Background: an optimization exercise with open tools, aiming at small area, a short achievable clock period and few clock cycles per item. Do not read the settings as production practice.
In this exercise RTL edits were held to simulation tests only and were not proved equivalent to the original.

Design isr_core, start of the top module:
module isr_core #(
    parameter  int DATA_WID = isr_pkg::DATA_WID,
    localparam int ROOT_WID = DATA_WID / 2,
    localparam int CNT_WID  = $clog2(ROOT_WID)
) (
    input  logic                clk,
    input  logic                rst,
    input  logic [DATA_WID-1:0] a,
    input  logic                clken,
    input  logic                calcen,
    output logic                busy,
    output logic                done,
    output logic [ROOT_WID-1:0] root,
    output logic [ROOT_WID:0]   rem
);
Size in the first run: roughly 3,000 cells after synthesis, about 520 I/O pins.
==> flow/config.mk <==
export PLATFORM = sky130hd
export DESIGN_NAME = isr_core
export DESIGN_NICKNAME = isr_core
export VERILOG_FILES = /design/flow/design.v
export SDC_FILE = /design/flow/constraint.sdc
export NUM_CORES = 4
export LEC_CHECK = 0
export ABC_CLOCK_PERIOD_IN_PS = 3000
export CAP_MARGIN = 20
export CORE_MARGIN = 2
export CORE_UTILIZATION = 40
export SETUP_SLACK_MARGIN = 1.5
export SLEW_MARGIN = 20
==> flow/constraint.sdc <==
create_clock -name core_clock -period 5.0 [get_ports {clk}]
set_input_delay 1.0000 -clock core_clock [delete_from_list [all_inputs] [get_ports {clk}]]
set_output_delay 1.0000 -clock core_clock [all_outputs]
set_load 0.01 [all_outputs]
run.sh (not shown) runs the stock make flow with config.mk's settings and CLKGATE_MAP_FILE= SYNTH_SCRIPT=/design/flow/synth_recipe.tcl, a recipe that flattens the netlist after the stock synthesis.
Testbench counts at the start, summed over its fixed seeds: cycles 33,528, items 256.
Rerun with:
- ABC_CLOCK_PERIOD_IN_PS: 3000 -> not set
- SETUP_SLACK_MARGIN: 1.5 -> 2.5
After rerunning: Synthesized cell count does not change; wire length is lower by 2.6%; utilization drops by 1.0 points; global-route usage went down by 0.26 points; non-clock buffer count rises by 9.

---

Another version of the RTL of isr_core (not shown whole).
Size in the first run: ~7300 cells after synthesis, ~700 flip-flops, roughly 520 I/O pins, roughly 0.054 mm2 of cells after synthesis.
Design isr_core, start of the top module:
module isr_core #(
    parameter  int DATA_WID = isr_pkg::DATA_WID,
    localparam int ROOT_WID = DATA_WID / 2,
    localparam int RES_WID  = ROOT_WID + 3
) (
    input  logic                clk,
    input  logic                rst,
    input  logic [DATA_WID-1:0] a,
    input  logic                clken,
    input  logic                calcen,
    output logic                busy,
    output logic                done,
    output logic [ROOT_WID-1:0] root,
    output logic [ROOT_WID:0]   rem
);
    localparam int BLK = 16;                             
    logic [RES_WID-1:0]  ys;
    logic [RES_WID-1:0]  yc;
    logic [ROOT_WID-1:0] pend;
    logic [ROOT_WID-1:0] qm;
    logic                dpos;       
    logic                dneg;
    logic                run;
    logic                add1;       
    logic                add2;       
    logic                fix;        
    logic                denorm;
    logic                skip;       
    logic                skip_half;
    logic [6:0]          cnt;
    logic [7:0]          cnt_lo;     
    logic [15:0]         cnt_hi;     
    logic                at0;        
    logic                at1;        
    logic [5:0]          nsh;
    logic                calcen_d;
    logic                done_seen;
    logic                armed;
    logic                idle;
    logic                start;
    logic                last;
    logic                neg_res;
    logic                finish;
    logic [RES_WID-1:0]  mark;
    logic [RES_WID-1:0]  blk_sum;
    logic [RES_WID-1:0]  blk_cy;
    logic [RES_WID-1:0]  prop;
    logic [RES_WID-1:0]  ys_b, yc_b, ys_other, ys_nx;
    logic [ROOT_WID-1:0] q_b, qm_b, root_other, root_nx;
    logic                pos_n, neg_n;
    assign rem = ys[ROOT_WID:0];
    always_comb begin
        for (int i = 0; i < RES_WID; i++) begin
            if (i == ROOT_WID)
                mark[i] = at0;
            else if (i == ROOT_WID - 2)
                mark[i] = at1;
            else if (i % 2 == 0 && i < ROOT_WID)
  ...
Settings: LEC_CHECK=0, CAP_MARGIN=20, CORE_MARGIN=2, CORE_UTILIZATION=40, CTS_BUF_LIST=sky130_fd_sc_hd__clkbuf_4 sky130_fd_sc_hd__clkbuf_8, SETUP_SLACK_MARGIN=0.8, SLEW_MARGIN=20; clock period 5.0 ns.
standard.sh (not shown) runs the stock make flow with config.mk's settings and CLKGATE_MAP_FILE= SYNTH_SCRIPT=/design/flow/synth_recipe.tcl, a recipe that flattens the netlist after the stock synthesis.
==> flow/flow/run.sh <==
#!/bin/bash
# The standard layout (the standard.sh, all steps) with two options
# changed: no full/half-adder extraction in synthesis (ADDER_MAP_FILE empty),
# so ABC maps adders as plain gates, and the port buffers that placement
# inserts on every input and output are the small buf_1 (the resizer still
# sizes them as timing needs). Registers are untouched by either.
set -euo pipefail
bash standard.sh ADDER_MAP_FILE= "BUFFER_PORTS_ARGS=-buffer_cell sky130_fd_sc_hd__buf_1" finish > standard_make.log 2>&1
Testbench counts at the start, summed over its fixed seeds: cycles 17,998, items 256.
Change:
CTS_BUF_LIST = default   (was sky130_fd_sc_hd__clkbuf_4 sky130_fd_sc_hd__clkbuf_8)
Die area does not change.
Wire length falls by 1.2%.
Clock skew stays flat.
Register-to-register slack gets better by 60 ps.
Final area barely changes.
Critical path depth rises by 1.
Change:
CORE_UTILIZATION = 55   (was 40)
The new run passed the timing, DRC and antenna checks.
Wire length rose by 1.7%.
Die area fell by 27%.
Cell area fell by 1.1%.
Setup slack loses 220 ps.
Area after synthesis is unchanged.
Maximum frequency fell by 5.1%.
Core utilization rose by 16 points.

---

isr_core, a different RTL version from the one above (not shown whole).
Size: about 7,200 cells after synthesis, about 710 flip-flops, ~520 I/O pins, about 55,000 um^2 of cells after synthesis.
// isr_core
module isr_core #(
    parameter  int DATA_WID = isr_pkg::DATA_WID,
    localparam int ROOT_WID = DATA_WID / 2,
    localparam int RES_WID  = ROOT_WID + 3
) (
    input  logic                clk,
    input  logic                rst,
    input  logic [DATA_WID-1:0] a,
    input  logic                clken,
    input  logic                calcen,
    output logic                busy,
    output logic                done,
    output logic [ROOT_WID-1:0] root,
    output logic [ROOT_WID:0]   rem
);
Settings: LEC_CHECK=0, CAP_MARGIN=20, CORE_MARGIN=2, CORE_UTILIZATION=40, SETUP_SLACK_MARGIN=1.4, SLEW_MARGIN=20; clock period 5.0 ns.
Scripts as last shown in full above: flow/flow/run.sh
The first run completed without violations.
Testbench counts at the start, summed over its fixed seeds: cycles 17,998, items 256.
Then changed:
--- a/flow/config.mk
+++ b/flow/config.mk
@@ -11 +11 @@
-export SETUP_SLACK_MARGIN = 1.4
+export SETUP_SLACK_MARGIN = 1.0
Result:
- The changed run produced a clean layout
- sequential share of layout area grows by 0.62 points
- sequential cell count does not change
- non-clock buffer count went down by 122
- cell count went down by about 1.4%

-- separate check: timing with driven ports --
In the flow no input, the clock included, has a driving cell. The finished layouts below were timed again as built, in two steps.
Step 1, drivers: a clkbuf_16 drives clk and a buf_2 each remaining input, both assumed.
Step 2 adds t to the input delays and takes it off the output delays; t is the mean of the earliest and latest rising clock arrival at the registers after step 1. Input paths then give back, and output paths get back, about the clock's delay inside the block.
Slacks: no drivers / after step 1 / after step 2; pairs: no drivers / after step 1.
run	shift t [ns]	setup slack, ns	slew at the worst register clock pin (ns)	worst data-port slew with drivers (ns)	pins driven straight from the clock port
the first run of note 1	0.690	1.140 / 1.140 / 1.140	0.07 / 0.07	0.12	1
the second run of note 1	0.696	1.077 / 1.077 / 1.077	0.07 / 0.07	0.12	1
the first run of note 2	0.986	0.844 / 0.844 / 0.844	0.07 / 0.07	0.13	1
the second run of note 2	0.818	0.902 / 0.902 / 0.865	0.07 / 0.07	0.13	1
the third run of note 2	0.749	0.680 / 0.680 / 0.680	0.07 / 0.07	0.15	1
the first run of note 3	0.805	1.227 / 1.227 / 1.227	0.07 / 0.07	0.17	1
the second run of note 3	0.787	1.061 / 1.061 / 1.000	0.07 / 0.07	0.15	1
After both steps setup and hold are still met in every run listed. For the second run of note 3, which loses most, drivers alone change the setup slack by 0.000 ns; drivers and shift together by -0.061 ns.
